Background: an optimization exercise with open tools, aiming at small area. Do not read the settings as production practice. In this exercise RTL edits were held to simulation tests only and were not proved equivalent to the original. Power and IR drop assume default switching activity.

`flow/flow/run.sh`:
```
#!/bin/bash
# The standard layout (standard.sh) with these changes:
#  - after the standard synthesis, flow/invopt.py removes inverters around the
#    full adders (a full adder is self-dual) and merges gate+inverter pairs
#    into complement gates; then flow/reabc.py has Yosys map the
#    combinational cells again with the synthesis's ABC command but the ABC
#    script flow/abc_reabc.script (two syn2/dch/nf rounds, then ORFS's
#    buffering and sizing), while
#    registers, full/half adders and tie cells stay as they are;
#  - each port's buffer is the smallest buffer cell (every port still gets its
#    own buffer);
#  - the constant outputs share one tie cell per value (no tie fanout repair);
#  - clock tree synthesis inserts no dummy loads and uses clkbuf_8 with
#    clusters of at most 16 sinks.
# Logs here: synth_make.log, invopt.log, reabc.log, flow_make.log; each
# tool's full log is under orfs/logs/.
set -euo pipefail
RES="$PWD/orfs/results/$FLOW_PLATFORM/running_mean_stddev/base"
LOGS="$PWD/orfs/logs/$FLOW_PLATFORM/running_mean_stddev/base"
YOSYS="$FLOW_HOME/../tools/install/yosys/bin/yosys"
bash standard.sh "$RES/1_2_yosys.v" > synth_make.log 2>&1
cp "$RES/1_2_yosys.v" "$RES/1_2_yosys.std.v"
python3 flow/invopt.py "$RES/1_2_yosys.std.v" "$RES/1_2_yosys.inv.v" > invopt.log 2>&1
python3 flow/reabc.py --script flow/abc_reabc.script "$LOGS/1_2_yosys.log" "$RES/1_2_yosys.inv.v" "$RES/1_2_yosys.abc.v" "$FLOW_TOP" > reabc.ys
"$YOSYS" -s reabc.ys > reabc.log 2>&1
cp "$RES/1_2_yosys.abc.v" "$RES/1_2_yosys.v"
export SKIP_REPAIR_TIE_FANOUT=1
export BUFFER_PORTS_ARGS="-buffer_cell sky130_fd_sc_hd__buf_1"
export CTS_ARGS="-sink_clustering_enable -repair_clock_nets -dont_use_dummy_load -buf_list sky130_fd_sc_hd__clkbuf_8 -sink_clustering_size 16 -sink_clustering_max_diameter 50"
bash standard.sh finish > flow_make.log 2>&1
```
`flow/flow/abc_reabc.script`:
```
&get -n
&st
&syn2
&dch
&nf
&st
&syn2
&dch
&nf
&put
buffer -c
topo
stime -c
upsize -c
dnsize -c
```
`flow/flow/invopt.py`:
```
#!/usr/bin/env python3
"""Remove inverters around full adders in a Yosys-written gate netlist.

A full adder is self-dual: FA(~a, ~b, ~c) = (~sum, ~cout). The script strips
every inverter, chooses for each full adder whether it runs on true or on
complemented values so that as few nets as possible need a complement, then
puts back one inverter per net whose complement some pin needs. Then a gate
whose only load is an inverter is replaced by its complement gate (nand2 and
inverter become and2, and so on). Registers stay as they are, and the netlist
does the same as before.

usage: invopt.py IN.v OUT.v
"""
import random
import re
import sys
from collections import defaultdict

INV_RE = re.compile(r"sky130_fd_sc_hd__(inv|clkinv)_\d+$")
FA_RE = re.compile(r"sky130_fd_sc_hd__fa_\d+$")
OUT_PINS = {"X", "Y", "Q", "Q_N", "SUM", "COUT", "HI", "LO"}
FA_IN = ("A", "B", "CIN")
FA_OUT = ("SUM", "COUT")

src = open(sys.argv[1]).read()
m = re.search(r"\bmodule\s+(\S+)\s*\((.*?)\);", src, re.S)
body_start = m.end()
body_end = src.rindex("endmodule")
header = src[:body_start]
body = src[body_start:body_end]

cell_re = re.compile(r"^(\s*)(sky130_fd_sc_hd__\w+)\s+(\S+)\s*\((.*?)\);[ \t]*$", re.S | re.M)
pin_re = re.compile(r"\.(\w+)\(\s*(.*?)\s*\)\s*(?:,|$)", re.S)


def norm(n):
    return n.replace(" ", "")


cells = {}
order = []
other = []
pos = 0
for cm in cell_re.finditer(body):
    other.append(body[pos:cm.start()])
    pos = cm.end()
    typ, name, pins = cm.group(2), cm.group(3), cm.group(4)
    cells[name] = [typ, {p: norm(n) for p, n in pin_re.findall(pins)}]
    order.append(name)
    other.append(None)
other.append(body[pos:])

# nets read by assign statements or that are ports: keep their values exactly
fixed = set()
for piece in other:
    if piece is None:
        continue
    for am in re.finditer(r"assign\s+(.*?)\s*=\s*(.*?);", piece, re.S):
        for side in am.groups():
            for tok in re.findall(r"(\\\S+|[A-Za-z_][\w$]*(?:\s*\[\d+(?::\d+)?\])?)", side):
                fixed.add(norm(tok))
for p in re.findall(r"\b(?:input|output|inout)\b[^;]*?(\\\S+|\w+)\s*;", body):
    fixed.add(p)


def is_fixed(n):
    return n in fixed or re.sub(r"\[\d+\]$", "", n) in fixed


drv = {}
for name, (typ, pm) in cells.items():
    for p, n in pm.items():
        if p in OUT_PINS:
            drv[n] = (name, p)


def root(n):
    """(root net, parity) through any chain of inverters."""
    par = 0
    seen = set()
    while True:
        d = drv.get(n)
        if d is None or not INV_RE.match(cells[d[0]][0]) or d[0] in seen:
            return n, par
        seen.add(d[0])
        n = cells[d[0]][1]["A"]
        par ^= 1


inv_cells = [c for c, (t, _) in cells.items() if INV_RE.match(t)]
# every load pin of a non-inverter cell, and every fixed net, as (root, parity)
pins = []          # (cell or None, pin, root, parity)
for name, (typ, pm) in cells.items():
    if INV_RE.match(typ):
        continue
    for p, n in pm.items():
        if p in OUT_PINS or n.startswith("1'"):
            continue
        r, par = root(n)
        pins.append((name, p, r, par))
fixed_drv = []     # fixed nets driven by inverters: keep a driver for them
for c in inv_cells:
    y = cells[c][1]["Y"]
    if is_fixed(y):
        r, par = root(y)
        pins.append((None, y, r, par))

fas = [c for c, (t, _) in cells.items() if FA_RE.match(t)]
fa_idx = {c: i for i, c in enumerate(fas)}
src_fa = {}        # root net -> fa index driving it
for c in fas:
    for p in FA_OUT:
        src_fa[cells[c][1][p]] = fa_idx[c]

pol = [0] * len(fas)
need = defaultdict(int)      # root -> number of pins that need its complement
by_fa = defaultdict(list)    # fa index -> pin indices it affects


def req(i):
    c, p, r, par = pins[i]
    v = par
    if c is not None and c in fa_idx and p in FA_IN:
        v ^= pol[fa_idx[c]]
    if r in src_fa:
        v ^= pol[src_fa[r]]
    return v


for i, (c, p, r, par) in enumerate(pins):
    if c is not None and c in fa_idx and p in FA_IN:
        by_fa[fa_idx[c]].append(i)
    if r in src_fa:
        by_fa[src_fa[r]].append(i)
    need[r] += req(i)


def cost():
    return sum(1 for r, k in need.items() if k > 0)


def delta(f):
    """Change in cost if full adder f flips."""
    d = defaultdict(int)
    for i in by_fa[f]:
        c, p, r, par = pins[i]
        # a pin touched twice (FA output feeding the same FA) flips twice
        d[r] += 1 - 2 * req(i)
    dc = 0
    for r, k in d.items():
        # pins counted twice in by_fa contribute twice, which nets out below
        old = need[r]
        new = old + k
        dc += (new > 0) - (old > 0)
    return dc, d


def apply(f, d):
    for i in by_fa[f]:
        pass
    for r, k in d.items():
        need[r] += k
    pol[f] ^= 1


# pins that appear twice in by_fa[f] (an FA output looping into the same FA)
# would be counted twice by delta; those do not occur in adder trees, but guard
for f, lst in by_fa.items():
    if len(lst) != len(set(lst)):
        by_fa[f] = list(dict.fromkeys(lst))
        for i in set(lst):
            c, p, r, par = pins[i]
            if (c is not None and c in fa_idx and fa_idx[c] == f and p in FA_IN
                    and r in src_fa and src_fa[r] == f):
                by_fa[f].remove(i)     # its requirement does not change

start = cost()
best = start
best_pol = list(pol)
import math
rng = random.Random(1)
cur = start
T0, T1, SW = 2.0, 0.05, 400
for sweep in range(SW):
    temp = T0 * (T1 / T0) ** (sweep / (SW - 1))
    idx = list(range(len(fas)))
    rng.shuffle(idx)
    for f in idx:
        dc, d = delta(f)
        if dc <= 0 or rng.random() < math.exp(-dc / temp):
            apply(f, d)
            cur += dc
            if cur < best:
                best = cur
                best_pol = list(pol)
pol[:] = best_pol
need.clear()
for i in range(len(pins)):
    need[pins[i][2]] += req(i)
sys.stderr.write(f"invopt: {len(inv_cells)} inverters before, {cost()} after, {sum(pol)} of {len(fas)} adders flipped\n")

# ---- rebuild --------------------------------------------------------------------
for c in inv_cells:
    del cells[c]
uid = [0]


def fresh(tag):
    uid[0] += 1
    return f"_invopt_{tag}{uid[0]}_"


# flipped adders drive new nets carrying the complement of the old root nets
flipped_out = {}   # root -> new net driven by a flipped adder (carries ~root)
for f, c in enumerate(fas):
    if pol[f]:
        for p in FA_OUT:
            r = cells[c][1][p]
            nn = fresh("n")
            cells[c][1][p] = nn
            flipped_out[r] = nn
new_cells = []
t_made = set()
c_made = {}


def add_cell(typ, a, y):
    name = fresh("i")
    cells[name] = [typ, {"A": a, "X" if "buf" in typ else "Y": y}]
    new_cells.append(name)


def T(r):
    """A net carrying the root's own value."""
    if r in flipped_out and r not in t_made:
        add_cell("sky130_fd_sc_hd__inv_1", flipped_out[r], r)
        t_made.add(r)
    return r


def C(r):
    """A net carrying the root's complement."""
    if r in flipped_out:
        return flipped_out[r]
    if r not in c_made:
        nn = fresh("n")
        add_cell("sky130_fd_sc_hd__inv_1", r, nn)
        c_made[r] = nn
    return c_made[r]


for i, (c, p, r, par) in enumerate(pins):
    if c is None:
        # fixed net p must carry root ^ par
        if r in flipped_out:
            add_cell("sky130_fd_sc_hd__buf_1" if par else "sky130_fd_sc_hd__inv_1", flipped_out[r], p)
        else:
            add_cell("sky130_fd_sc_hd__inv_1" if par else "sky130_fd_sc_hd__buf_1", r, p)
        continue
    want = par
    if c in fa_idx and p in FA_IN:
        want ^= pol[fa_idx[c]]
    cells[c][1][p] = C(r) if want else T(r)
order.extend(new_cells)

# ---- peephole: a gate whose only load is an inverter becomes its complement ----
COMP = {
    "nand2_1": ("and2_1", "X"), "and2_1": ("nand2_1", "Y"), "and2_0": ("nand2_1", "Y"),
    "nor2_1": ("or2_1", "X"), "or2_1": ("nor2_1", "Y"), "or2_0": ("nor2_1", "Y"),
    "nand3_1": ("and3_1", "X"), "and3_1": ("nand3_1", "Y"),
    "nor3_1": ("or3_1", "X"), "or3_1": ("nor3_1", "Y"),
    "nand4_1": ("and4_1", "X"), "and4_1": ("nand4_1", "Y"),
    "xor2_1": ("xnor2_1", "Y"), "xnor2_1": ("xor2_1", "X"),
}
PFX = "sky130_fd_sc_hd__"
n_peep = 0
changed = True
while changed:
    changed = False
    drv2 = {}
    lds = defaultdict(list)
    for name, (typ, pm) in cells.items():
        for p, n in pm.items():
            if p in OUT_PINS:
                drv2[n] = name
            else:
                lds[n].append(name)
    for name in list(cells):
        if name not in cells:
            continue
        typ, pm = cells[name]
        if not INV_RE.match(typ):
            continue
        a = pm["A"]
        d = drv2.get(a)
        if d is None or d not in cells:
            continue
        dt, dpm = cells[d]
        base = dt[len(PFX):]
        if base not in COMP or is_fixed(a) or len(lds[a]) != 1:
            continue
        out_old = "Y" if "Y" in dpm else "X"
        newt, out_new = COMP[base]
        y = pm["Y"]
        del dpm[out_old]
        dpm[out_new] = y
        cells[d][0] = PFX + newt
        del cells[name]
        n_peep += 1
        changed = True
        break
sys.stderr.write(f"invopt: {n_peep} gate+inverter pairs merged\n")

new_wires = sorted({n for _, pm in cells.values() for n in pm.values() if n.startswith("_invopt")})
res = [header, "\n"] + [f"  wire {w};\n" for w in new_wires]
oi = 0
emitted = set()


def emit(name):
    typ, pm = cells[name]
    pstr = ",\n".join(f"    .{p}({n}{' ' if n.startswith(chr(92)) else ''})" for p, n in pm.items())
    return f"  {typ} {name} (\n{pstr}\n  );"


for piece in other:
    if piece is not None:
        res.append(piece)
    else:
        name = order[oi]
        oi += 1
        if name in cells:
            res.append(emit(name))
            emitted.add(name)
for name in order:
    if name in cells and name not in emitted:
        res.append(emit(name) + "\n")
res.append(src[body_end:])
open(sys.argv[2], "w").write("".join(res))
```
`flow/flow/reabc.py`:
```
#!/usr/bin/env python3
"""Write a Yosys script that maps a gate netlist's combinational cells again
with the same ABC command the standard synthesis ran (its script, liberty,
dont-use list, driver/load constraints and period, read from the synthesis
log), while every register, full adder, half adder and tie cell stays as it is
(a black box); then tie cells and pass-through buffers go in as in ORFS's
synthesis.

With --script FILE that ABC script replaces the synthesis's one.

usage: reabc.py [--script FILE] SYNTH_LOG IN.v OUT.v TOP > script.ys
"""
import re
import shlex
import sys

argv = sys.argv[1:]
script = None
if argv and argv[0] == "--script":
    script = argv[1]
    argv = argv[2:]
log, src, dst, top = argv[:4]
abc_cmd = None
for line in open(log):
    if line.startswith("abc -script "):
        abc_cmd = line.strip()
if abc_cmd is None:
    sys.exit("no abc command in " + log)
args = shlex.split(abc_cmd)
if script is not None:
    import os
    args[args.index("-script") + 1] = os.path.abspath(script)
    abc_cmd = " ".join(shlex.quote(a) for a in args)
libs = [args[i + 1] for i, a in enumerate(args) if a == "-liberty"]
used = set(re.findall(r"\b(sky130_fd_sc_hd__\w+)\s+\S+\s*\(", open(src).read()))
keep = sorted(c for c in used if re.search(r"__(df|edf|sdf|dl|fa_|ha_|conb)", c))
for lib in libs:
    print(f"read_liberty -ignore_miss_func {lib}")
for c in keep:
    print(f"setattr -mod -set blackbox 1 {c}")
print(f"read_verilog {src}")
print(f"hierarchy -check -top {top}")
print("flatten")
print("opt_clean -purge")
print(abc_cmd)
print("splitnets")
print("opt_clean -purge")
print("hilomap -singleton -hicell sky130_fd_sc_hd__conb_1 HI -locell sky130_fd_sc_hd__conb_1 LO")
print("insbuf -buf sky130_fd_sc_hd__buf_4 A X")
print("opt_clean -purge")
print(f"write_verilog -noattr -nohex -nodec {dst}")
```
`flow/standard.sh`:
```
#!/bin/bash
# synth_recipe.tcl (not shown) runs the flow's synth.tcl, then flattens the netlist and writes it again
# the make line also repeats each setting of config.mk as NAME=value (left out here)
make -C /OpenROAD-flow-scripts/flow DESIGN_CONFIG=/design/flow/config.mk WORK_HOME=/design/flow/orfs CLKGATE_MAP_FILE= SYNTH_SCRIPT=/design/flow/synth_recipe.tcl "${@:-finish}"
```
`flow/config.mk`:
```
export PLATFORM = sky130hd
export DESIGN_NAME = running_mean_stddev
export DESIGN_NICKNAME = running_mean_stddev
export VERILOG_FILES = /design/flow/design.v
export SDC_FILE = /design/flow/constraint.sdc
export NUM_CORES = 4
export LEC_CHECK = 0
export CAP_MARGIN = 20
export CORE_MARGIN = 2
export CORE_UTILIZATION = 40
export SLEW_MARGIN = 20
```
`flow/constraint.sdc`:
```
create_clock -name core_clock -period 11.0 [get_ports {aclk}]
set_input_delay 2.2000 -clock core_clock [delete_from_list [all_inputs] [get_ports {aclk}]]
set_output_delay 2.2000 -clock core_clock [all_outputs]
set_load 0.01 [all_outputs]
```
`flow/design.v`:
```
package rms_pkg;
    localparam int CNT_W  = 17;
    localparam int SUM_W  = 32;
    localparam int SQ_W   = 47;
endpackage
module running_mean_stddev #(
    parameter int MAX_COUNT   = 65536,
    parameter int FRAC_BITS   = 16
) (
    input  logic        aclk,
    input  logic        aresetn,
    input  logic        s_axis_tvalid,
    output logic        s_axis_tready,
    input  logic [15:0] s_axis_tdata,    
    input  logic        s_axis_tlast,
    output logic        m_axis_tvalid,
    input  logic        m_axis_tready,
    output logic [87:0] m_axis_tdata,    
    input  logic        psel,
    input  logic        penable,
    input  logic        pwrite,
    input  logic [1:0]  paddr,
    input  logic [31:0] pwdata,
    output logic [31:0] prdata,
    output logic        pready
);
    logic [16:0]        cnt;
    logic [31:0]        sum;
    logic [46:0]        sq;
    logic               ovf;
    logic               mode;
    logic               busy, valid;
    logic               accept, go, take;
    logic signed [15:0] xg;
    logic [2:0]         pc, pc_n;          
    logic [16:0]        cnt_n;
    logic [31:0]        sum_n;
    logic [46:0]        sq_n;
    logic               ovf_n;
    assign pready = 1'b1;
    assign prdata = {31'd0, mode};
    assign s_axis_tready = ~(s_axis_tlast & (busy | valid));
    assign accept = s_axis_tvalid & s_axis_tready;
    assign go     = accept & s_axis_tlast;
    assign take   = accept & ~cnt[16];
    assign xg     = take ? s_axis_tdata : 16'd0;
    rms_add #(.W(17)) u_cnt (.a(cnt), .b(17'd0), .ci(take), .s(cnt_n), .co());
    logic        sum_c16, sum_up, sum_dn;
    logic [15:0] sum_p1, sum_p0;
    rms_add #(.W(16)) u_sum (.a(sum[15:0]), .b(xg), .ci(1'b0), .s(sum_n[15:0]), .co(sum_c16));
    assign sum_up = sum_c16 & ~xg[15];
    assign sum_dn = ~sum_c16 & xg[15];
    assign sum_p1[0] = 1'b1;
    assign sum_p0[0] = 1'b1;
    for (genvar k = 1; k < 16; k++) begin : g_sum_hi
        assign sum_p1[k] = sum_p1[k-1] & sum[15+k];
        assign sum_p0[k] = sum_p0[k-1] & ~sum[15+k];
    end
    assign sum_n[31:16] = sum[31:16] ^ (({16{sum_up}} & sum_p1) | ({16{sum_dn}} & sum_p0));
    rms_sqacc u_sqacc (
        .a(xg), .sq(sq), .pc(pc), .sq_n(sq_n), .pc_n(pc_n)
    );
    assign ovf_n  = ovf | (accept & cnt[16]);
    always_ff @(posedge aclk) begin
        if (!aresetn || go) begin
            cnt <= '0;
            sum <= '0;
            sq  <= '0;
            pc  <= '0;
            ovf <= 1'b0;
        end else begin
            cnt <= cnt_n;
            sum <= sum_n;
            sq  <= sq_n;
            pc  <= pc_n;
            ovf <= ovf_n;
        end
    end
    always_ff @(posedge aclk) begin
        if (!aresetn) mode <= 1'b0;
        else if (psel && penable && pwrite && paddr == 2'd0) mode <= pwdata[0];
    end
    logic [7:0]  t, t_n;
    logic [16:0] N;
    logic        OVF, NEG;
    logic [15:0] RM;         
    logic [31:0] MB;         
    logic [63:0] X;          
    logic [33:0] R;
    logic [33:0] DR;         
    logic        brw, seen, mreg;
    logic [2:0]  PC;
    logic        qc;
    rms_add #(.W(8)) u_t (.a(t), .b(8'd0), .ci(1'b1), .s(t_n), .co());
    logic ph0, pY, pQ, pM, pD, pDiv, pSq, sqB, fin, tlastdiv;
    assign ph0  = busy & (t[7:6] == 2'b00);
    assign pY   = ph0 & ~t[5];
    assign pD   = ph0 & t[5] & (t[4:0] >= 5'd15);
    assign pQ   = ph0 & ~pD;
    assign pM   = busy & (t[7:5] == 3'b010);
    assign pDiv = busy & (t[7:6] == 2'b01);
    assign pSq  = busy & (t[7:6] == 2'b10);
    assign sqB  = t[0];
    assign tlastdiv = (t[5:0] == 6'd63);
    assign fin  = busy & (t == 8'd191);
    logic [31:0] mp_in;
    logic        m_eff;
    logic [16:0] nm_in;
    assign mp_in = sum_n ^ {32{sum_n[31]}};
    assign m_eff = mode & (cnt != 17'd0);
    assign nm_in = m_eff ? (cnt[16] ? 17'h0FFFF : cnt) : cnt_n;
    logic [31:0] mp;
    logic        s_nx, seen_nx, m_nx;
    assign mp      = {RM, MB[31:16]};
    assign s_nx    = mp[t_n[4:0]] ^ NEG;
    assign seen_nx = seen | mreg;
    assign m_nx    = s_nx ^ (NEG & seen_nx);
    logic inj, qb;
    assign inj  = (t == 8'd11 && PC[0]) || (t == 8'd22 && PC[1]) || (t == 8'd32 && PC[2]);
    assign qb   = X[0] ^ inj ^ qc;
    logic        bm, cmp;
    logic [33:0] bb, sa, rn;
    logic        ca, ge;
    logic [31:0] ya;
    assign bm  = mreg & pY;
    assign bb  = ph0 ? {2'b00, (bm ? mp : 32'd0)} : ~DR;
    rms_adds #(.W(34), .L(19)) u_sa (.a(R), .b(bb), .ci(ph0 ? (bm & NEG) : 1'b1),
                                     .s(sa), .co(ca));
    assign ya  = sa[31:0];
    assign ge  = ca;
    assign cmp = ge && !(pSq && !sqB);
    assign rn  = cmp ? sa : R;
    logic [15:0] xa_a;
    logic        xa_m;
    logic [16:0] r2m, ab_a, ab_b, xa;
    logic        gem;
    assign xa_a = pQ ? X[62:47] : DR[32:17];
    assign xa_m = pQ ? qb : DR[0];
    assign r2m  = {RM, MB[31]};
    assign ab_a = ph0 ? {1'b0, xa_a} : r2m;
    assign ab_b = ph0 ? (xa_m ? N : 17'd0) : ~N;
    rms_add #(.W(17)) u_xa (.a(ab_a), .b(ab_b), .ci(~ph0), .s(xa), .co(gem));
    logic xbit, ybit, abit, brw_n;
    assign xbit  = pQ ? xa[0] : X[47];
    assign ybit  = ya[0];
    assign abit  = xbit ^ ybit ^ brw;
    assign brw_n = (~xbit & (ybit | brw)) | (ybit & brw);
    always_ff @(posedge aclk) begin
        if (!aresetn) begin
            busy  <= 1'b0;
            valid <= 1'b0;
        end else begin
            if (go) busy <= 1'b1;
            else if (fin) busy <= 1'b0;
            if (fin) valid <= 1'b1;
            else if (m_axis_tready) valid <= 1'b0;
        end
    end
    always_ff @(posedge aclk) begin
        if (go) t <= '0;
        else t <= t_n;
    end
    always_ff @(posedge aclk) begin
        if (go) begin
            N   <= cnt_n;
            OVF <= ovf_n;
            NEG <= sum_n[31];
            PC  <= pc_n;
        end
    end
    always_ff @(posedge aclk) begin
        if (go) begin
            RM <= mp_in[31:16];
            MB <= {mp_in[15:0], (sum_n[31] & ~cnt[16]) ? ~cnt[15:0] : 16'd0};
        end else if (pM) begin
            RM <= gem ? xa[15:0] : r2m[15:0];
            MB <= {MB[30:0], gem ^ NEG};
        end
    end
    always_ff @(posedge aclk) begin
        if (go) begin
            seen <= 1'b0;
            mreg <= sum_n[0];
            brw  <= 1'b0;
            qc   <= 1'b0;
        end else if (ph0) begin
            qc <= (X[0] & inj) | (qc & (X[0] ^ inj));
            if (pY) begin
                seen <= seen_nx;
                mreg <= m_nx;
            end
            brw <= brw_n;
        end
    end
    always_ff @(posedge aclk) begin
        if (go) X <= {17'd0, sq_n};
        else if (pQ) X <= {1'b0, xa[16:1], pY & abit, X[46:1]};
        else if (pD) X <= {X[0], X[63:48], pY & abit, X[46:1]};
        else X <= {X[62:15], ge, X[13:0], X[63]};
    end
    always_ff @(posedge aclk) begin
        if (go) R <= '0;
        else if (ph0) R <= {1'b0, abit & ~pY, sa[32:2], (t[5:0] == 6'd63) ? X[15] : sa[1]};
        else if (pDiv && tlastdiv) R <= '0;
        else R <= {rn[32:0], X[13]};
    end
    always_ff @(posedge aclk) begin
        if (go) DR <= {17'd0, nm_in};
        else if (pD) DR <= {1'b0, xa, DR[16:1]};
        else if (pDiv && tlastdiv) DR <= 34'd1;
        else if (pSq && sqB) DR[33:2] <= {DR[32:2], ge};
    end
    assign m_axis_tvalid = valid;
    assign m_axis_tdata  = {5'd0,
                            OVF ? 2'd2 : (N[16:1] == 16'd0 ? 2'd1 : 2'd0),
                            N, DR[33:2], MB};
endmodule
module rms_add #(
    parameter int W = 8
) (
    input  logic [W-1:0] a,
    input  logic [W-1:0] b,
    input  logic         ci,
    output logic [W-1:0] s,
    output logic         co
);
    logic [W:0] c;
    assign c[0] = ci;
    for (genvar i = 0; i < W; i++) begin : g_bit
        assign s[i]   = a[i] ^ b[i] ^ c[i];
        assign c[i+1] = (a[i] & b[i]) | (c[i] & (a[i] ^ b[i]));
    end
    assign co = c[W];
endmodule
module rms_adds #(
    parameter int W = 32,
    parameter int L = 16
) (
    input  logic [W-1:0] a,
    input  logic [W-1:0] b,
    input  logic         ci,
    output logic [W-1:0] s,
    output logic         co
);
    logic         c_lo, co0;
    logic [W-L-1:0] u0;
    rms_add #(.W(L)) u_lo (.a(a[L-1:0]), .b(b[L-1:0]), .ci(ci), .s(s[L-1:0]), .co(c_lo));
    rms_add #(.W(W-L)) u_hi (.a(a[W-1:L]), .b(b[W-1:L]), .ci(1'b0), .s(u0), .co(co0));
    assign s[W-1:L] = u0 + {{(W-L-1){1'b0}}, c_lo};
    assign co = co0 | (c_lo & (&u0));
endmodule
module rms_sqacc (
    input  logic [15:0]   a,
    input  logic [46:0]   sq,
    input  logic [2:0]    pc,
    output logic [46:0]   sq_n,
    output logic [2:0]    pc_n
);
    wire l1 = (a[0]);
    wire l2 = (a[1]);
    wire l3 = (a[2]);
    wire l4 = (a[3]);
    wire l5 = (a[4]);
    wire l6 = (a[5]);
    wire l7 = (a[6]);
    wire l8 = (a[7]);
    wire l9 = (a[8]);
    wire l10 = (a[9]);
    wire l11 = (a[10]);
    wire l12 = (a[11]);
    wire l13 = (a[12]);
    wire l14 = (a[13]);
    wire l15 = (a[14]);
    wire l16 = (a[15]);
    wire l17 = (a[0] & a[1]);
    wire l18 = (a[0] & a[2]);
    wire l19 = (a[0] & a[3]);
    wire l20 = (a[0] & a[4]);
    wire l21 = (a[0] & a[5]);
    wire l22 = (a[0] & a[6]);
    wire l23 = (a[0] & a[7]);
    wire l24 = (a[0] & a[8]);
    wire l25 = (a[0] & a[9]);
    wire l26 = (a[0] & a[10]);
    wire l27 = (a[0] & a[11]);
    wire l28 = (a[0] & a[12]);
    wire l29 = (a[0] & a[13]);
    wire l30 = (a[0] & a[14]);
    wire l31 = (a[1] & a[2]);
    wire l32 = (a[1] & a[3]);
    wire l33 = (a[1] & a[4]);
    wire l34 = (a[1] & a[5]);
    wire l35 = (a[1] & a[6]);
    wire l36 = (a[1] & a[7]);
    wire l37 = (a[1] & a[8]);
    wire l38 = (a[1] & a[9]);
    wire l39 = (a[1] & a[10]);
    wire l40 = (a[1] & a[11]);
    wire l41 = (a[1] & a[12]);
    wire l42 = (a[1] & a[13]);
    wire l43 = (a[1] & a[14]);
    wire l44 = (a[2] & a[3]);
    wire l45 = (a[2] & a[4]);
    wire l46 = (a[2] & a[5]);
    wire l47 = (a[2] & a[6]);
    wire l48 = (a[2] & a[7]);
    wire l49 = (a[2] & a[8]);
    wire l50 = (a[2] & a[9]);
    wire l51 = (a[2] & a[10]);
    wire l52 = (a[2] & a[11]);
    wire l53 = (a[2] & a[12]);
    wire l54 = (a[2] & a[13]);
    wire l55 = (a[2] & a[14]);
    wire l56 = (a[3] & a[4]);
    wire l57 = (a[3] & a[5]);
    wire l58 = (a[3] & a[6]);
    wire l59 = (a[3] & a[7]);
    wire l60 = (a[3] & a[8]);
    wire l61 = (a[3] & a[9]);
    wire l62 = (a[3] & a[10]);
    wire l63 = (a[3] & a[11]);
    wire l64 = (a[3] & a[12]);
    wire l65 = (a[3] & a[13]);
    wire l66 = (a[3] & a[14]);
    wire l67 = (a[4] & a[5]);
    wire l68 = (a[4] & a[6]);
    wire l69 = (a[4] & a[7]);
    wire l70 = (a[4] & a[8]);
    wire l71 = (a[4] & a[9]);
    wire l72 = (a[4] & a[10]);
    wire l73 = (a[4] & a[11]);
    wire l74 = (a[4] & a[12]);
    wire l75 = (a[4] & a[13]);
    wire l76 = (a[4] & a[14]);
    wire l77 = (a[5] & a[6]);
    wire l78 = (a[5] & a[7]);
    wire l79 = (a[5] & a[8]);
    wire l80 = (a[5] & a[9]);
    wire l81 = (a[5] & a[10]);
    wire l82 = (a[5] & a[11]);
    wire l83 = (a[5] & a[12]);
    wire l84 = (a[5] & a[13]);
    wire l85 = (a[5] & a[14]);
    wire l86 = (a[6] & a[7]);
    wire l87 = (a[6] & a[8]);
    wire l88 = (a[6] & a[9]);
    wire l89 = (a[6] & a[10]);
    wire l90 = (a[6] & a[11]);
    wire l91 = (a[6] & a[12]);
    wire l92 = (a[6] & a[13]);
    wire l93 = (a[6] & a[14]);
    wire l94 = (a[7] & a[8]);
    wire l95 = (a[7] & a[9]);
    wire l96 = (a[7] & a[10]);
    wire l97 = (a[7] & a[11]);
    wire l98 = (a[7] & a[12]);
    wire l99 = (a[7] & a[13]);
    wire l100 = (a[7] & a[14]);
    wire l101 = (a[8] & a[9]);
    wire l102 = (a[8] & a[10]);
    wire l103 = (a[8] & a[11]);
    wire l104 = (a[8] & a[12]);
    wire l105 = (a[8] & a[13]);
    wire l106 = (a[8] & a[14]);
    wire l107 = (a[9] & a[10]);
    wire l108 = (a[9] & a[11]);
    wire l109 = (a[9] & a[12]);
    wire l110 = (a[9] & a[13]);
    wire l111 = (a[9] & a[14]);
    wire l112 = (a[10] & a[11]);
    wire l113 = (a[10] & a[12]);
    wire l114 = (a[10] & a[13]);
    wire l115 = (a[10] & a[14]);
    wire l116 = (a[11] & a[12]);
    wire l117 = (a[11] & a[13]);
    wire l118 = (a[11] & a[14]);
    wire l119 = (a[12] & a[13]);
    wire l120 = (a[12] & a[14]);
    wire l121 = (a[13] & a[14]);
    wire l122 = (~(a[15] & a[0]));
    wire l123 = (~(a[15] & a[1]));
    wire l124 = (~(a[15] & a[2]));
    wire l125 = (~(a[15] & a[3]));
    wire l126 = (~(a[15] & a[4]));
    wire l127 = (~(a[15] & a[5]));
    wire l128 = (~(a[15] & a[6]));
    wire l129 = (~(a[15] & a[7]));
    wire l130 = (~(a[15] & a[8]));
    wire l131 = (~(a[15] & a[9]));
    wire l132 = (~(a[15] & a[10]));
    wire l133 = (~(a[15] & a[11]));
    wire l134 = (~(a[15] & a[12]));
    wire l135 = (~(a[15] & a[13]));
    wire l136 = (~(a[15] & a[14]));
    wire s137 = sq[16] ^ l9 ^ l43;
    wire c138 = (sq[16] & l9) | (l43 & (sq[16] ^ l9));
    wire s139 = sq[10] ^ l6;
    wire c140 = sq[10] & l6;
    wire s141 = sq[11] ^ l26;
    wire c142 = sq[11] & l26;
    wire s143 = sq[12] ^ l7 ^ l27;
    wire c144 = (sq[12] & l7) | (l27 & (sq[12] ^ l7));
    wire s145 = l39 ^ l50;
    wire c146 = l39 & l50;
    wire s147 = sq[13] ^ l28 ^ l40;
    wire c148 = (sq[13] & l28) | (l40 & (sq[13] ^ l28));
    wire s149 = l51 ^ l61;
    wire c150 = l51 & l61;
    wire s151 = sq[14] ^ l8 ^ l29;
    wire c152 = (sq[14] & l8) | (l29 & (sq[14] ^ l8));
    wire s153 = l41 ^ l52 ^ l62;
    wire c154 = (l41 & l52) | (l62 & (l41 ^ l52));
    wire s155 = l71 ^ l79;
    wire c156 = l71 & l79;
    wire s157 = sq[15] ^ l30 ^ l42;
    wire c158 = (sq[15] & l30) | (l42 & (sq[15] ^ l30));
    wire s159 = l53 ^ l63 ^ l72;
    wire c160 = (l53 & l63) | (l72 & (l53 ^ l63));
    wire s161 = l80 ^ l87;
    wire c162 = l80 & l87;
    wire s163 = s137 ^ l54 ^ l64;
    wire c164 = (s137 & l54) | (l64 & (s137 ^ l54));
    wire s165 = l73 ^ l81 ^ l88;
    wire c166 = (l73 & l81) | (l88 & (l73 ^ l81));
    wire s167 = l94 ^ l122 ^ 1'b1;
    wire c168 = (l94 & l122) | (1'b1 & (l94 ^ l122));
    wire s169 = sq[17] ^ l55 ^ l65;
    wire c170 = (sq[17] & l55) | (l65 & (sq[17] ^ l55));
    wire s171 = l74 ^ l82 ^ l89;
    wire c172 = (l74 & l82) | (l89 & (l74 ^ l82));
    wire s173 = l95 ^ l123 ^ c138;
    wire c174 = (l95 & l123) | (c138 & (l95 ^ l123));
    wire s175 = sq[18] ^ l10 ^ l66;
    wire c176 = (sq[18] & l10) | (l66 & (sq[18] ^ l10));
    wire s177 = l75 ^ l83 ^ l90;
    wire c178 = (l75 & l83) | (l90 & (l75 ^ l83));
    wire s179 = l96 ^ l101 ^ l124;
    wire c180 = (l96 & l101) | (l124 & (l96 ^ l101));
    wire s181 = sq[19] ^ l76 ^ l84;
    wire c182 = (sq[19] & l76) | (l84 & (sq[19] ^ l76));
    wire s183 = l91 ^ l97 ^ l102;
    wire c184 = (l91 & l97) | (l102 & (l91 ^ l97));
    wire s185 = sq[20] ^ l11 ^ l85;
    wire c186 = (sq[20] & l11) | (l85 & (sq[20] ^ l11));
    wire s187 = l92 ^ l98 ^ l103;
    wire c188 = (l92 & l98) | (l103 & (l92 ^ l98));
    wire s189 = sq[21] ^ l93 ^ l99;
    wire c190 = (sq[21] & l93) | (l99 & (sq[21] ^ l93));
    wire s191 = sq[22] ^ l12 ^ l100;
    wire c192 = (sq[22] & l12) | (l100 & (sq[22] ^ l12));
    wire s193 = sq[6] ^ l4;
    wire c194 = sq[6] & l4;
    wire s195 = sq[7] ^ l22;
    wire c196 = sq[7] & l22;
    wire s197 = sq[8] ^ l5 ^ l23;
    wire c198 = (sq[8] & l5) | (l23 & (sq[8] ^ l5));
    wire s199 = l35 ^ l46;
    wire c200 = l35 & l46;
    wire s201 = sq[9] ^ l24 ^ l36;
    wire c202 = (sq[9] & l24) | (l36 & (sq[9] ^ l24));
    wire s203 = l47 ^ l57;
    wire c204 = l47 & l57;
    wire s205 = s139 ^ l25 ^ l37;
    wire c206 = (s139 & l25) | (l37 & (s139 ^ l25));
    wire s207 = l48 ^ l58 ^ l67;
    wire c208 = (l48 & l58) | (l67 & (l48 ^ l58));
    wire s209 = s141 ^ l38 ^ l49;
    wire c210 = (s141 & l38) | (l49 & (s141 ^ l38));
    wire s211 = l59 ^ l68 ^ c140;
    wire c212 = (l59 & l68) | (c140 & (l59 ^ l68));
    wire s213 = s143 ^ s145 ^ l60;
    wire c214 = (s143 & s145) | (l60 & (s143 ^ s145));
    wire s215 = l69 ^ l77 ^ c142;
    wire c216 = (l69 & l77) | (c142 & (l69 ^ l77));
    wire s217 = s147 ^ s149 ^ l70;
    wire c218 = (s147 & s149) | (l70 & (s147 ^ s149));
    wire s219 = l78 ^ c144 ^ c146;
    wire c220 = (l78 & c144) | (c146 & (l78 ^ c144));
    wire s221 = s151 ^ s153 ^ s155;
    wire c222 = (s151 & s153) | (s155 & (s151 ^ s153));
    wire s223 = l86 ^ c148 ^ c150;
    wire c224 = (l86 & c148) | (c150 & (l86 ^ c148));
    wire s225 = s157 ^ s159 ^ s161;
    wire c226 = (s157 & s159) | (s161 & (s157 ^ s159));
    wire s227 = c152 ^ c154 ^ c156;
    wire c228 = (c152 & c154) | (c156 & (c152 ^ c154));
    wire s229 = s163 ^ s165 ^ s167;
    wire c230 = (s163 & s165) | (s167 & (s163 ^ s165));
    wire s231 = c158 ^ c160 ^ c162;
    wire c232 = (c158 & c160) | (c162 & (c158 ^ c160));
    wire s233 = s169 ^ s171 ^ s173;
    wire c234 = (s169 & s171) | (s173 & (s169 ^ s171));
    wire s235 = c164 ^ c166 ^ c168;
    wire c236 = (c164 & c166) | (c168 & (c164 ^ c166));
    wire s237 = s175 ^ s177 ^ s179;
    wire c238 = (s175 & s177) | (s179 & (s175 ^ s177));
    wire s239 = c170 ^ c172 ^ c174;
    wire c240 = (c170 & c172) | (c174 & (c170 ^ c172));
    wire s241 = s181 ^ s183 ^ l125;
    wire c242 = (s181 & s183) | (l125 & (s181 ^ s183));
    wire s243 = c176 ^ c178 ^ c180;
    wire c244 = (c176 & c178) | (c180 & (c176 ^ c178));
    wire s245 = s185 ^ s187 ^ l107;
    wire c246 = (s185 & s187) | (l107 & (s185 ^ s187));
    wire s247 = l126 ^ c182 ^ c184;
    wire c248 = (l126 & c182) | (c184 & (l126 ^ c182));
    wire s249 = s189 ^ l104 ^ l108;
    wire c250 = (s189 & l104) | (l108 & (s189 ^ l104));
    wire s251 = l127 ^ c186 ^ c188;
    wire c252 = (l127 & c186) | (c188 & (l127 ^ c186));
    wire s253 = s191 ^ l105 ^ l109;
    wire c254 = (s191 & l105) | (l109 & (s191 ^ l105));
    wire s255 = l112 ^ l128 ^ c190;
    wire c256 = (l112 & l128) | (c190 & (l112 ^ l128));
    wire s257 = sq[23] ^ l106 ^ l110;
    wire c258 = (sq[23] & l106) | (l110 & (sq[23] ^ l106));
    wire s259 = l113 ^ l129 ^ c192;
    wire c260 = (l113 & l129) | (c192 & (l113 ^ l129));
    wire s261 = sq[24] ^ l13 ^ l111;
    wire c262 = (sq[24] & l13) | (l111 & (sq[24] ^ l13));
    wire s263 = l114 ^ l116 ^ l130;
    wire c264 = (l114 & l116) | (l130 & (l114 ^ l116));
    wire s265 = sq[25] ^ l115 ^ l117;
    wire c266 = (sq[25] & l115) | (l117 & (sq[25] ^ l115));
    wire s267 = sq[26] ^ l14 ^ l118;
    wire c268 = (sq[26] & l14) | (l118 & (sq[26] ^ l14));
    wire s269 = sq[4] ^ l3;
    wire c270 = sq[4] & l3;
    wire s271 = sq[5] ^ l20;
    wire c272 = sq[5] & l20;
    wire s273 = s193 ^ l21 ^ l33;
    wire c274 = (s193 & l21) | (l33 & (s193 ^ l21));
    wire s275 = s195 ^ l34 ^ l45;
    wire c276 = (s195 & l34) | (l45 & (s195 ^ l34));
    wire s277 = s197 ^ s199 ^ l56;
    wire c278 = (s197 & s199) | (l56 & (s197 ^ s199));
    wire s279 = s201 ^ s203 ^ c198;
    wire c280 = (s201 & s203) | (c198 & (s201 ^ s203));
    wire s281 = s205 ^ s207 ^ c202;
    wire c282 = (s205 & s207) | (c202 & (s205 ^ s207));
    wire s283 = s209 ^ s211 ^ c206;
    wire c284 = (s209 & s211) | (c206 & (s209 ^ s211));
    wire s285 = s213 ^ s215 ^ c210;
    wire c286 = (s213 & s215) | (c210 & (s213 ^ s215));
    wire s287 = s217 ^ s219 ^ c214;
    wire c288 = (s217 & s219) | (c214 & (s217 ^ s219));
    wire s289 = s221 ^ s223 ^ c218;
    wire c290 = (s221 & s223) | (c218 & (s221 ^ s223));
    wire s291 = s225 ^ s227 ^ c222;
    wire c292 = (s225 & s227) | (c222 & (s225 ^ s227));
    wire s293 = s229 ^ s231 ^ c226;
    wire c294 = (s229 & s231) | (c226 & (s229 ^ s231));
    wire s295 = s233 ^ s235 ^ c230;
    wire c296 = (s233 & s235) | (c230 & (s233 ^ s235));
    wire s297 = s237 ^ s239 ^ c234;
    wire c298 = (s237 & s239) | (c234 & (s237 ^ s239));
    wire s299 = s241 ^ s243 ^ c238;
    wire c300 = (s241 & s243) | (c238 & (s241 ^ s243));
    wire s301 = s245 ^ s247 ^ c242;
    wire c302 = (s245 & s247) | (c242 & (s245 ^ s247));
    wire s303 = s249 ^ s251 ^ c246;
    wire c304 = (s249 & s251) | (c246 & (s249 ^ s251));
    wire s305 = s253 ^ s255 ^ c250;
    wire c306 = (s253 & s255) | (c250 & (s253 ^ s255));
    wire s307 = s257 ^ s259 ^ c254;
    wire c308 = (s257 & s259) | (c254 & (s257 ^ s259));
    wire s309 = s261 ^ s263 ^ c258;
    wire c310 = (s261 & s263) | (c258 & (s261 ^ s263));
    wire s311 = s265 ^ l131 ^ c262;
    wire c312 = (s265 & l131) | (c262 & (s265 ^ l131));
    wire s313 = s267 ^ l119 ^ l132;
    wire c314 = (s267 & l119) | (l132 & (s267 ^ l119));
    wire s315 = sq[27] ^ l120 ^ l133;
    wire c316 = (sq[27] & l120) | (l133 & (sq[27] ^ l120));
    wire s317 = sq[28] ^ l15 ^ l121;
    wire c318 = (sq[28] & l15) | (l121 & (sq[28] ^ l15));
    wire s319 = sq[2] ^ l2;
    wire c320 = sq[2] & l2;
    wire s321 = sq[3] ^ l18;
    wire c322 = sq[3] & l18;
    wire s323 = s269 ^ l19 ^ l31;
    wire c324 = (s269 & l19) | (l31 & (s269 ^ l19));
    wire s325 = s271 ^ l32 ^ c270;
    wire c326 = (s271 & l32) | (c270 & (s271 ^ l32));
    wire s327 = s273 ^ l44 ^ c272;
    wire c328 = (s273 & l44) | (c272 & (s273 ^ l44));
    wire s329 = s275 ^ c194 ^ c274;
    wire c330 = (s275 & c194) | (c274 & (s275 ^ c194));
    wire s331 = s277 ^ c196 ^ c276;
    wire c332 = (s277 & c196) | (c276 & (s277 ^ c196));
    wire s333 = s279 ^ c200 ^ c278;
    wire c334 = (s279 & c200) | (c278 & (s279 ^ c200));
    wire s335 = s281 ^ c204 ^ c280;
    wire c336 = (s281 & c204) | (c280 & (s281 ^ c204));
    wire s337 = s283 ^ c208 ^ c282;
    wire c338 = (s283 & c208) | (c282 & (s283 ^ c208));
    wire s339 = s285 ^ c212 ^ c284;
    wire c340 = (s285 & c212) | (c284 & (s285 ^ c212));
    wire s341 = s287 ^ c216 ^ c286;
    wire c342 = (s287 & c216) | (c286 & (s287 ^ c216));
    wire s343 = s289 ^ c220 ^ c288;
    wire c344 = (s289 & c220) | (c288 & (s289 ^ c220));
    wire s345 = s291 ^ c224 ^ c290;
    wire c346 = (s291 & c224) | (c290 & (s291 ^ c224));
    wire s347 = s293 ^ c228 ^ c292;
    wire c348 = (s293 & c228) | (c292 & (s293 ^ c228));
    wire s349 = s295 ^ c232 ^ c294;
    wire c350 = (s295 & c232) | (c294 & (s295 ^ c232));
    wire s351 = s297 ^ c236 ^ c296;
    wire c352 = (s297 & c236) | (c296 & (s297 ^ c236));
    wire s353 = s299 ^ c240 ^ c298;
    wire c354 = (s299 & c240) | (c298 & (s299 ^ c240));
    wire s355 = s301 ^ c244 ^ c300;
    wire c356 = (s301 & c244) | (c300 & (s301 ^ c244));
    wire s357 = s303 ^ c248 ^ c302;
    wire c358 = (s303 & c248) | (c302 & (s303 ^ c248));
    wire s359 = s305 ^ c252 ^ c304;
    wire c360 = (s305 & c252) | (c304 & (s305 ^ c252));
    wire s361 = s307 ^ c256 ^ c306;
    wire c362 = (s307 & c256) | (c306 & (s307 ^ c256));
    wire s363 = s309 ^ c260 ^ c308;
    wire c364 = (s309 & c260) | (c308 & (s309 ^ c260));
    wire s365 = s311 ^ c264 ^ c310;
    wire c366 = (s311 & c264) | (c310 & (s311 ^ c264));
    wire s367 = s313 ^ c266 ^ c312;
    wire c368 = (s313 & c266) | (c312 & (s313 ^ c266));
    wire s369 = s315 ^ c268 ^ c314;
    wire c370 = (s315 & c268) | (c314 & (s315 ^ c268));
    wire s371 = s317 ^ l134 ^ c316;
    wire c372 = (s317 & l134) | (c316 & (s317 ^ l134));
    wire s373 = sq[29] ^ l135 ^ c318;
    wire c374 = (sq[29] & l135) | (c318 & (sq[29] ^ l135));
    wire s375 = sq[30] ^ l16 ^ l136;
    wire c376 = (sq[30] & l16) | (l136 & (sq[30] ^ l16));
    wire s377 = sq[31] ^ 1'b1;
    wire c378 = sq[31] & 1'b1;
    wire s379 = sq[32] ^ 1'b1;
    wire c380 = sq[32] & 1'b1;
    wire s381 = sq[33] ^ 1'b1;
    wire c382 = sq[33] & 1'b1;
    wire s383 = sq[34] ^ 1'b1;
    wire c384 = sq[34] & 1'b1;
    wire s385 = sq[35] ^ 1'b1;
    wire c386 = sq[35] & 1'b1;
    wire s387 = sq[36] ^ 1'b1;
    wire c388 = sq[36] & 1'b1;
    wire s389 = sq[37] ^ 1'b1;
    wire c390 = sq[37] & 1'b1;
    wire s391 = sq[38] ^ 1'b1;
    wire c392 = sq[38] & 1'b1;
    wire s393 = sq[39] ^ 1'b1;
    wire c394 = sq[39] & 1'b1;
    wire s395 = sq[40] ^ 1'b1;
    wire c396 = sq[40] & 1'b1;
    wire s397 = sq[41] ^ 1'b1;
    wire c398 = sq[41] & 1'b1;
    wire s399 = sq[42] ^ 1'b1;
    wire c400 = sq[42] & 1'b1;
    wire s401 = sq[43] ^ 1'b1;
    wire c402 = sq[43] & 1'b1;
    wire s403 = sq[44] ^ 1'b1;
    wire c404 = sq[44] & 1'b1;
    wire s405 = sq[45] ^ 1'b1;
    wire c406 = sq[45] & 1'b1;
    wire s407 = sq[46] ^ 1'b1;
    wire c408 = sq[46] & 1'b1;
    wire s409 = sq[0] ^ l1;
    wire c410 = sq[0] & l1;
    wire s411 = sq[1] ^ c410;
    wire c412 = sq[1] & c410;
    wire s413 = s319 ^ l17 ^ c412;
    wire c414 = (s319 & l17) | (c412 & (s319 ^ l17));
    wire s415 = s321 ^ c320 ^ c414;
    wire c416 = (s321 & c320) | (c414 & (s321 ^ c320));
    wire s417 = s323 ^ c322 ^ c416;
    wire c418 = (s323 & c322) | (c416 & (s323 ^ c322));
    wire s419 = s325 ^ c324 ^ c418;
    wire c420 = (s325 & c324) | (c418 & (s325 ^ c324));
    wire s421 = s327 ^ c326 ^ c420;
    wire c422 = (s327 & c326) | (c420 & (s327 ^ c326));
    wire s423 = s329 ^ c328 ^ c422;
    wire c424 = (s329 & c328) | (c422 & (s329 ^ c328));
    wire s425 = s331 ^ c330 ^ c424;
    wire c426 = (s331 & c330) | (c424 & (s331 ^ c330));
    wire s427 = s333 ^ c332 ^ c426;
    wire c428 = (s333 & c332) | (c426 & (s333 ^ c332));
    wire s429 = s335 ^ c334 ^ c428;
    wire c430 = (s335 & c334) | (c428 & (s335 ^ c334));
    wire s431 = s337 ^ c336 ^ pc[0];
    wire c432 = (s337 & c336) | (pc[0] & (s337 ^ c336));
    wire s433 = s339 ^ c338 ^ c432;
    wire c434 = (s339 & c338) | (c432 & (s339 ^ c338));
    wire s435 = s341 ^ c340 ^ c434;
    wire c436 = (s341 & c340) | (c434 & (s341 ^ c340));
    wire s437 = s343 ^ c342 ^ c436;
    wire c438 = (s343 & c342) | (c436 & (s343 ^ c342));
    wire s439 = s345 ^ c344 ^ c438;
    wire c440 = (s345 & c344) | (c438 & (s345 ^ c344));
    wire s441 = s347 ^ c346 ^ c440;
    wire c442 = (s347 & c346) | (c440 & (s347 ^ c346));
    wire s443 = s349 ^ c348 ^ c442;
    wire c444 = (s349 & c348) | (c442 & (s349 ^ c348));
    wire s445 = s351 ^ c350 ^ c444;
    wire c446 = (s351 & c350) | (c444 & (s351 ^ c350));
    wire s447 = s353 ^ c352 ^ c446;
    wire c448 = (s353 & c352) | (c446 & (s353 ^ c352));
    wire s449 = s355 ^ c354 ^ c448;
    wire c450 = (s355 & c354) | (c448 & (s355 ^ c354));
    wire s451 = s357 ^ c356 ^ c450;
    wire c452 = (s357 & c356) | (c450 & (s357 ^ c356));
    wire s453 = s359 ^ c358 ^ pc[1];
    wire c454 = (s359 & c358) | (pc[1] & (s359 ^ c358));
    wire s455 = s361 ^ c360 ^ c454;
    wire c456 = (s361 & c360) | (c454 & (s361 ^ c360));
    wire s457 = s363 ^ c362 ^ c456;
    wire c458 = (s363 & c362) | (c456 & (s363 ^ c362));
    wire s459 = s365 ^ c364 ^ c458;
    wire c460 = (s365 & c364) | (c458 & (s365 ^ c364));
    wire s461 = s367 ^ c366 ^ c460;
    wire c462 = (s367 & c366) | (c460 & (s367 ^ c366));
    wire s463 = s369 ^ c368 ^ c462;
    wire c464 = (s369 & c368) | (c462 & (s369 ^ c368));
    wire s465 = s371 ^ c370 ^ c464;
    wire c466 = (s371 & c370) | (c464 & (s371 ^ c370));
    wire s467 = s373 ^ c372 ^ c466;
    wire c468 = (s373 & c372) | (c466 & (s373 ^ c372));
    wire s469 = s375 ^ c374 ^ c468;
    wire c470 = (s375 & c374) | (c468 & (s375 ^ c374));
    wire s471 = s377 ^ c376 ^ c470;
    wire c472 = (s377 & c376) | (c470 & (s377 ^ c376));
    wire s473 = s379 ^ c378 ^ pc[2];
    wire c474 = (s379 & c378) | (pc[2] & (s379 ^ c378));
    wire s475 = s381 ^ c380 ^ c474;
    wire c476 = (s381 & c380) | (c474 & (s381 ^ c380));
    wire s477 = s383 ^ c382 ^ c476;
    wire c478 = (s383 & c382) | (c476 & (s383 ^ c382));
    wire s479 = s385 ^ c384 ^ c478;
    wire c480 = (s385 & c384) | (c478 & (s385 ^ c384));
    wire s481 = s387 ^ c386 ^ c480;
    wire c482 = (s387 & c386) | (c480 & (s387 ^ c386));
    wire s483 = s389 ^ c388 ^ c482;
    wire c484 = (s389 & c388) | (c482 & (s389 ^ c388));
    wire s485 = s391 ^ c390 ^ c484;
    wire c486 = (s391 & c390) | (c484 & (s391 ^ c390));
    wire s487 = s393 ^ c392 ^ c486;
    wire c488 = (s393 & c392) | (c486 & (s393 ^ c392));
    wire s489 = s395 ^ c394 ^ c488;
    wire c490 = (s395 & c394) | (c488 & (s395 ^ c394));
    wire s491 = s397 ^ c396 ^ c490;
    wire c492 = (s397 & c396) | (c490 & (s397 ^ c396));
    wire s493 = s399 ^ c398 ^ c492;
    wire c494 = (s399 & c398) | (c492 & (s399 ^ c398));
    wire s495 = s401 ^ c400 ^ c494;
    wire c496 = (s401 & c400) | (c494 & (s401 ^ c400));
    wire s497 = s403 ^ c402 ^ c496;
    wire c498 = (s403 & c402) | (c496 & (s403 ^ c402));
    wire s499 = s405 ^ c404 ^ c498;
    wire c500 = (s405 & c404) | (c498 & (s405 ^ c404));
    wire s501 = s407 ^ c406 ^ c500;
    wire c502 = (s407 & c406) | (c500 & (s407 ^ c406));
    assign sq_n[0] = s409;
    assign sq_n[1] = s411;
    assign sq_n[2] = s413;
    assign sq_n[3] = s415;
    assign sq_n[4] = s417;
    assign sq_n[5] = s419;
    assign sq_n[6] = s421;
    assign sq_n[7] = s423;
    assign sq_n[8] = s425;
    assign sq_n[9] = s427;
    assign sq_n[10] = s429;
    assign sq_n[11] = s431;
    assign sq_n[12] = s433;
    assign sq_n[13] = s435;
    assign sq_n[14] = s437;
    assign sq_n[15] = s439;
    assign sq_n[16] = s441;
    assign sq_n[17] = s443;
    assign sq_n[18] = s445;
    assign sq_n[19] = s447;
    assign sq_n[20] = s449;
    assign sq_n[21] = s451;
    assign sq_n[22] = s453;
    assign sq_n[23] = s455;
    assign sq_n[24] = s457;
    assign sq_n[25] = s459;
    assign sq_n[26] = s461;
    assign sq_n[27] = s463;
    assign sq_n[28] = s465;
    assign sq_n[29] = s467;
    assign sq_n[30] = s469;
    assign sq_n[31] = s471;
    assign sq_n[32] = s473;
    assign sq_n[33] = s475;
    assign sq_n[34] = s477;
    assign sq_n[35] = s479;
    assign sq_n[36] = s481;
    assign sq_n[37] = s483;
    assign sq_n[38] = s485;
    assign sq_n[39] = s487;
    assign sq_n[40] = s489;
    assign sq_n[41] = s491;
    assign sq_n[42] = s493;
    assign sq_n[43] = s495;
    assign sq_n[44] = s497;
    assign sq_n[45] = s499;
    assign sq_n[46] = s501;
    assign pc_n[0] = c430;
    assign pc_n[1] = c452;
    assign pc_n[2] = c472;
endmodule
```
==> results of run 1 <==
-- power groups by stage --
stage | Clock [mW] | Sequential, mW | Combinational [mW]
2_1_floorplan | 0 | 1.67 | 1.81
3_3_place_gp | 0 | 1.73 | 2.33
3_5_place_dp | 0 | 1.74 | 2.38
4_1_cts | 0.762 | 1.72 | 2.40
5_1_grt | 0.801 | 1.75 | 2.76
6_report | 0.738 | 1.72 | 2.40
-- flip-flops by register name, summed over array words and instances, names as in the netlist, 17 cells and up --
signal	count
MB	32
sq	47
sum	32
cnt	17
DR	34
N	17
R	34
X	64
-- cell type report --
cell class | instances | area (µm²) | share of cell area [%]
sequential | 317 | 7230 | 33.9
inverter | 65 | 251 | 1.18
multi-input combinational | 1434 | 11500 | 54.1
tap | 672 | 841 | 3.94
timing repair buffer | 172 | 947 | 4.44
clock buffer | 39 | 537 | 2.51
-- critical path, delay by kind of cell --
kind	cells	cell delay (ns)
adder cells (fa/ha/maj)	17	5.63
AND/OR/NAND/NOR	8	2.14
buffers and inverters	4	0.59
XOR/XNOR	2	0.30
AO/OA/AOI/OAI	2	0.16
-- metrics by stage --
stage | utilization [%] | setup TNS [ns] | hold WS [ns] | total power, mW | instance area, µm²
after floorplan | - | -2.71 | 0.442 | 3.48 | 20500
after global placement | 41.4 | -10.19 | 0.470 | 4.06 | 20800
after detailed placement | 41.4 | -13.73 | 0.473 | 4.12 | 20800
after CTS | 42.5 | 0 | 0.490 | 4.88 | 21300
after global routing | 42.5 | 0 | 0.522 | 5.32 | 21300
final | 42.5 | 0 | 0.491 | 4.86 | 21300
-- routing by layer --
metal  routed length (µm)  share of wire, %  GRT usage, %  vias up
met3                 4740               8.7          4.74      104
met2                24700                45          32.9      579
met1                23600                43          29.3     7436
met4                 1610               2.9          6.80        0
met5                    0                 0             0        -
li1                     -                 -             -     6889
-- worst paths after layout --
path	depth (start not counted)	startpoint	slack, ns	endpoint
worst max register to register	33	t[7]	0.42	R[30]
worst max-delay path	33	s_axis_tlast	0.27	MB[28]
worst min-delay path	2	seen	0.49	seen
worst min register to register	2	seen	0.49	seen
==> run notes, run 1 <==
status=no timing/DRC/antenna violations; Final Hold Violating Endpoints=0; fin crit period=10.73 ns; CTS tree=yes; critical path data arrival time=11.04 ns; Max Cap Viol=0; ratio of cells with drive above 1 in the final layout=7.70%; initial drt markers=1,587; Initial DRT Pass Iterations=6; worst ir drop on vdd=between 0.1 and 0.15 mV; P&R area growth vs syn=5.17%; vias per cell=5.56; syn nets=between 2,000 and 2,500; initial antenna violation count=0; clock skew=around 0.09 ns; Clock Sinks=317; antenna-violating nets left=0; clock-pin slew on the worst setup and hold paths=0.09 ns; Final HPWL DP=39,200 µm; Slowest-stage cell, CP=or4b_4; Slowest Stage Delay on Critical Path=just over 0.5 ns; Final Wtd Congestion=0.923; Initial Util=40.5%; Die Wd=229 µm; Avg Inst Size Synth=9.75 µm²; Min-Delay Path Class=reg2reg; hold_buf cts=0; fill cell count=4,833; post-CTS sizing=0; WL final=54,700 µm; Slew @ Worst Pin=about 0.91 ns; CP endpoint kind=flip-flop; I/O Buffers=112; Post-CTS Setup Inserts=0; Routed wire per std cell=20.3 µm; Core Area=0.0502 mm²; Num CTS Buffers=39; CP max FO=16; largest net degree at the start of global routing=95; Critical Path Start Type=input pin; highest-count cells in the layout ignoring fill and taps=246 x o21ai_0, 228 x dfxtp_1, 200 x fa_1; Die ar.=0.0526 mm²; global-route wire length before repair=87,900 µm; most common cell after layout, fill and taps aside=o21ai_0; Slew HR=between 30% and 40%; Comb pwr share=49.4%; clk latency of the worst-skew pair=0.63 ns; setup violators final=0; num rows=82; IO Count=181; Net Sw Power=~1.9 mW; DRC=0; n_diodes=0; vias=15,000; Max H-tree Level=2; Final Max Slew Viols=0; switching share of power=~40%; Sequential Power Share=around 35%; pre-CTS setup slack=-0.370 ns; Clock Tree Buf Depth=3; GRT Util Overall=about a fifth; Nets=2,350; GR Overflow Total=0; Syn Inst Count=2,081; FMAX=a little over 90 MHz; Tcrit/Tclk final=97.5%; RSZ-0062 raised after global routing=no; CTS root buf=clkbuf_8; number of global-route vias before repair=15,500; Static Leak=8.73 nW; overall die height=229 µm; Post-Syn Area=roughly 0.02 mm²; cell mode on critical path=fa_2; type of the worst setup path=in2reg; final non-filler cell total=2,699; number of synthesis warnings=1; CP Data Required Time=roughly 11 ns; Pwr Density=228 mW/mm²; final worst setup slack=about 0.27 ns; placed cell count=2,660; Clk pwr share=15.2%; Internal=2.91 mW
==> run 2, diff against run 1 <==
--- a/flow/flow/run.sh
+++ b/flow/flow/run.sh
@@ -11,7 +11,7 @@
 #    own buffer);
 #  - the constant outputs share one tie cell per value (no tie fanout repair);
 #  - clock tree synthesis inserts no dummy loads and uses clkbuf_8 with
-#    clusters of at most 16 sinks.
+#    clusters of at most 17 sinks.
 # Logs here: synth_make.log, invopt.log, reabc.log, flow_make.log; each
 # tool's full log is under orfs/logs/.
 set -euo pipefail
@@ -26,5 +26,5 @@
 cp "$RES/1_2_yosys.abc.v" "$RES/1_2_yosys.v"
 export SKIP_REPAIR_TIE_FANOUT=1
 export BUFFER_PORTS_ARGS="-buffer_cell sky130_fd_sc_hd__buf_1"
-export CTS_ARGS="-sink_clustering_enable -repair_clock_nets -dont_use_dummy_load -buf_list sky130_fd_sc_hd__clkbuf_8 -sink_clustering_size 16 -sink_clustering_max_diameter 50"
+export CTS_ARGS="-sink_clustering_enable -repair_clock_nets -dont_use_dummy_load -buf_list sky130_fd_sc_hd__clkbuf_8 -sink_clustering_size 17 -sink_clustering_max_diameter 55"
 bash standard.sh finish > flow_make.log 2>&1
==> run 2 against run 1 <==
Hold slack improved by 0.0047 ns. Critical endpoint unchanged. Clock skew is 0.020 ns lower. Clock power fell by 5.0%. Design area fell by 0.13%. Non-clock buffer count up 3. Fmax about the same. Count of clock-buffer cells in the layout shrank 4. Total power decreased by 0.69%. Worst setup slack better by 0.0095 ns.
==> run notes, run 2 <==
CTS root buf=clkbuf_8; fin crit period=~11 ns; Slowest Stage Delay on Critical Path=0.51 ns; IO Count=181; vias per cell=5.57; Num CTS Buffers=35; clk latency of the worst-skew pair=0.61 ns; antenna-violating nets left=0; clock-pin slew on the worst setup and hold paths=approximately 0.09 ns; Initial Util=40.5%; WL final=around 55,000 µm; number of flip-flops in the largest register=64; CTS tree=yes; Syn Inst Count=2,081; number of global-route vias before repair=15,400; clock skew=0.0696 ns; Tcrit/Tclk final=97.4%; n_diodes=0; global-route wire length before repair=87,900 µm; Final Hold Violating Endpoints=0; setup violators final=0; Final Util=42.5%; Final HPWL DP=39,200 µm; largest reg by FF count=X; most common cell after layout, fill and taps aside=o21ai_0; Final Wtd Congestion=0.923; type of the worst setup path=in2reg; vias=15,000; final non-filler cell total=2,698; I/O Buffers=112; overall die height=229 µm; CP endpoint kind=flip-flop; initial drt markers=1,505; Core Area=between 0.05 and 0.06 mm²; CP Data Required Time=11.26 ns; Slew @ Worst Pin=about 0.9 ns; Critical Path Start Type=input pin; placed cell count=2,660; ratio of cells with drive above 1 in the final layout=7.70%; Static Leak=8.72 nW; syn nets=2,402; total chip power=a little under 5 mW; Slew HR=39.9%; Worst R2R Path Depth=33; Clock Tree Buf Depth=3; Cell Area, Placed=0.0208 mm²; Final Max Slew Viols=0; Avg Inst Size Synth=~9.8 µm²; status=no timing/DRC/antenna violations; Routed wire per std cell=slightly above 20 µm; worst ir drop on vdd=0.107 mV; num rows=82; Pwr Density=about 230 mW/mm²; RSZ-0062 raised after global routing=no; Max H-tree Level=2; DRC=0; critical path data arrival time=10.98 ns; Initial DRT Pass Iterations=5; Slowest-stage cell, CP=or4b_4; FMAX=93.3 MHz; cell mode on critical path=fa_2; number of synthesis warnings=1; Post-Syn Area=0.0203 mm²; biggest regs=X: 64 flops, sq: 47 flops; Die Wd=between 200 and 250 µm; final standard cell area without fillers=0.0213 mm²; GRT Util Overall=21.2%; Nets=2,349; fill cell count=between 4,000 and 5,000; largest net degree at the start of global routing=95; Die ar.=between 0.05 and 0.06 mm²; hold path depth=2; Min-Delay Path Class=reg2reg; CP max FO=15; hold_buf cts=0; P&R area growth vs syn=5.02%; highest-count cells in the layout ignoring fill and taps=246 x o21ai_0, 228 x dfxtp_1, 200 x fa_1; Clock Sinks=about 320; GR Overflow Total=0; initial antenna violation count=0; Max Cap Viol=0
run 2: changes by cell type in the layout (fill, tap and decap cells not counted):
cell / delta
or4_1: -1
or4_4: +1
clkbuf_8: -4
buf_4: +3
run 2: layout make-up:
| type | instances | area, µm² | area share, % |
|---|---|---|---|
| inverter | 65 | 251 | 1.18 |
| sequential | 317 | 7230 | 33.9 |
| tap | 672 | 841 | 3.94 |
| timing repair buffer | 175 | 970 | 4.55 |
| clock buffer | 35 | 482 | 2.26 |
| multi-input combinational | 1434 | 11500 | 54.2 |
run 2: what timing repair did:
item,4_1_cts,5_1_grt
endpoints found under the hold margin,0,0
gates resized for setup,0,6
setup endpoints to repair,0,7
buffers inserted,0,3
run 2: critical path, delay by kind of cell:
kind                       cells  cell delay (ns)
xor gates and xnor gates       2             0.30
buffers and inverters          4             0.58
adders and majority gates     17             5.64
and+or+nand+nor                8             2.07
AOI/OAI and AO/OA              2             0.16
run 2: where the power goes:
group / internal [mW] / switching (mW) / leakage (nW)
logic: 1.09 / 1.32 / 5.75
clock network: 0.285 / 0.416 / 0.252
registers: 1.51 / 0.207 / 2.71
run 2: layer usage:
metal  vias to the layer above  global-route usage, %  routed length (µm)
met4                         0                   7.08                1410
met3                        83                   4.02                4440
met2                       572                   32.9               24900
met1                      7487                   29.6               23800
met5                         -                      0                   0
li1                       6889                      -                   -
run 2: worst paths after layout:
kind | startpoint | end | slack [ns]
worst min-delay path | seen | seen | 0.50
worst min register to register | seen | seen | 0.50
worst max register to register | t[7] | R[30] | 0.42
worst max-delay path | s_axis_tlast | MB[28] | 0.28
run 2: per-stage QoR:
stage	TNS [ns]	hold slack [ns]	worst slack, ns
global route	0	0.521	0.0253
finish	0	0.495	0.282
CTS	0	0.483	0.226
floorplan	-2.71	0.442	-0.128
detailed placement	-13.73	0.473	-0.370
global placement	-10.19	0.470	-0.296

static timing again, ports no longer ideal:
In the flow no input, the clock included, has a driving cell. The finished layouts below were timed again as built, in two steps.
Step 1, drivers: a clkbuf_16 drives aclk and a buf_2 each remaining input, both assumed.
Step 2, shift: input delay + t, output delay - t, t = (earliest + latest rising clock arrival at the registers) / 2. This alone moves slack from input paths to output paths.
a / b / c = ideal / step 1 / step 2; a / b = the first two.
run | t, ns | slack for setup (ns) | worst setup path after step 2
run 1 | 0.640 | 0.272 / 0.302 / -0.338 | input to register
run 2 | 0.630 | 0.282 / 0.310 / -0.320 | input to register
Met with ideal ports but missed after step 2: setup timing in run 1 and run 2. For run 1, which loses most, drivers alone change the setup slack by +0.030 ns; drivers and shift together by -0.610 ns.
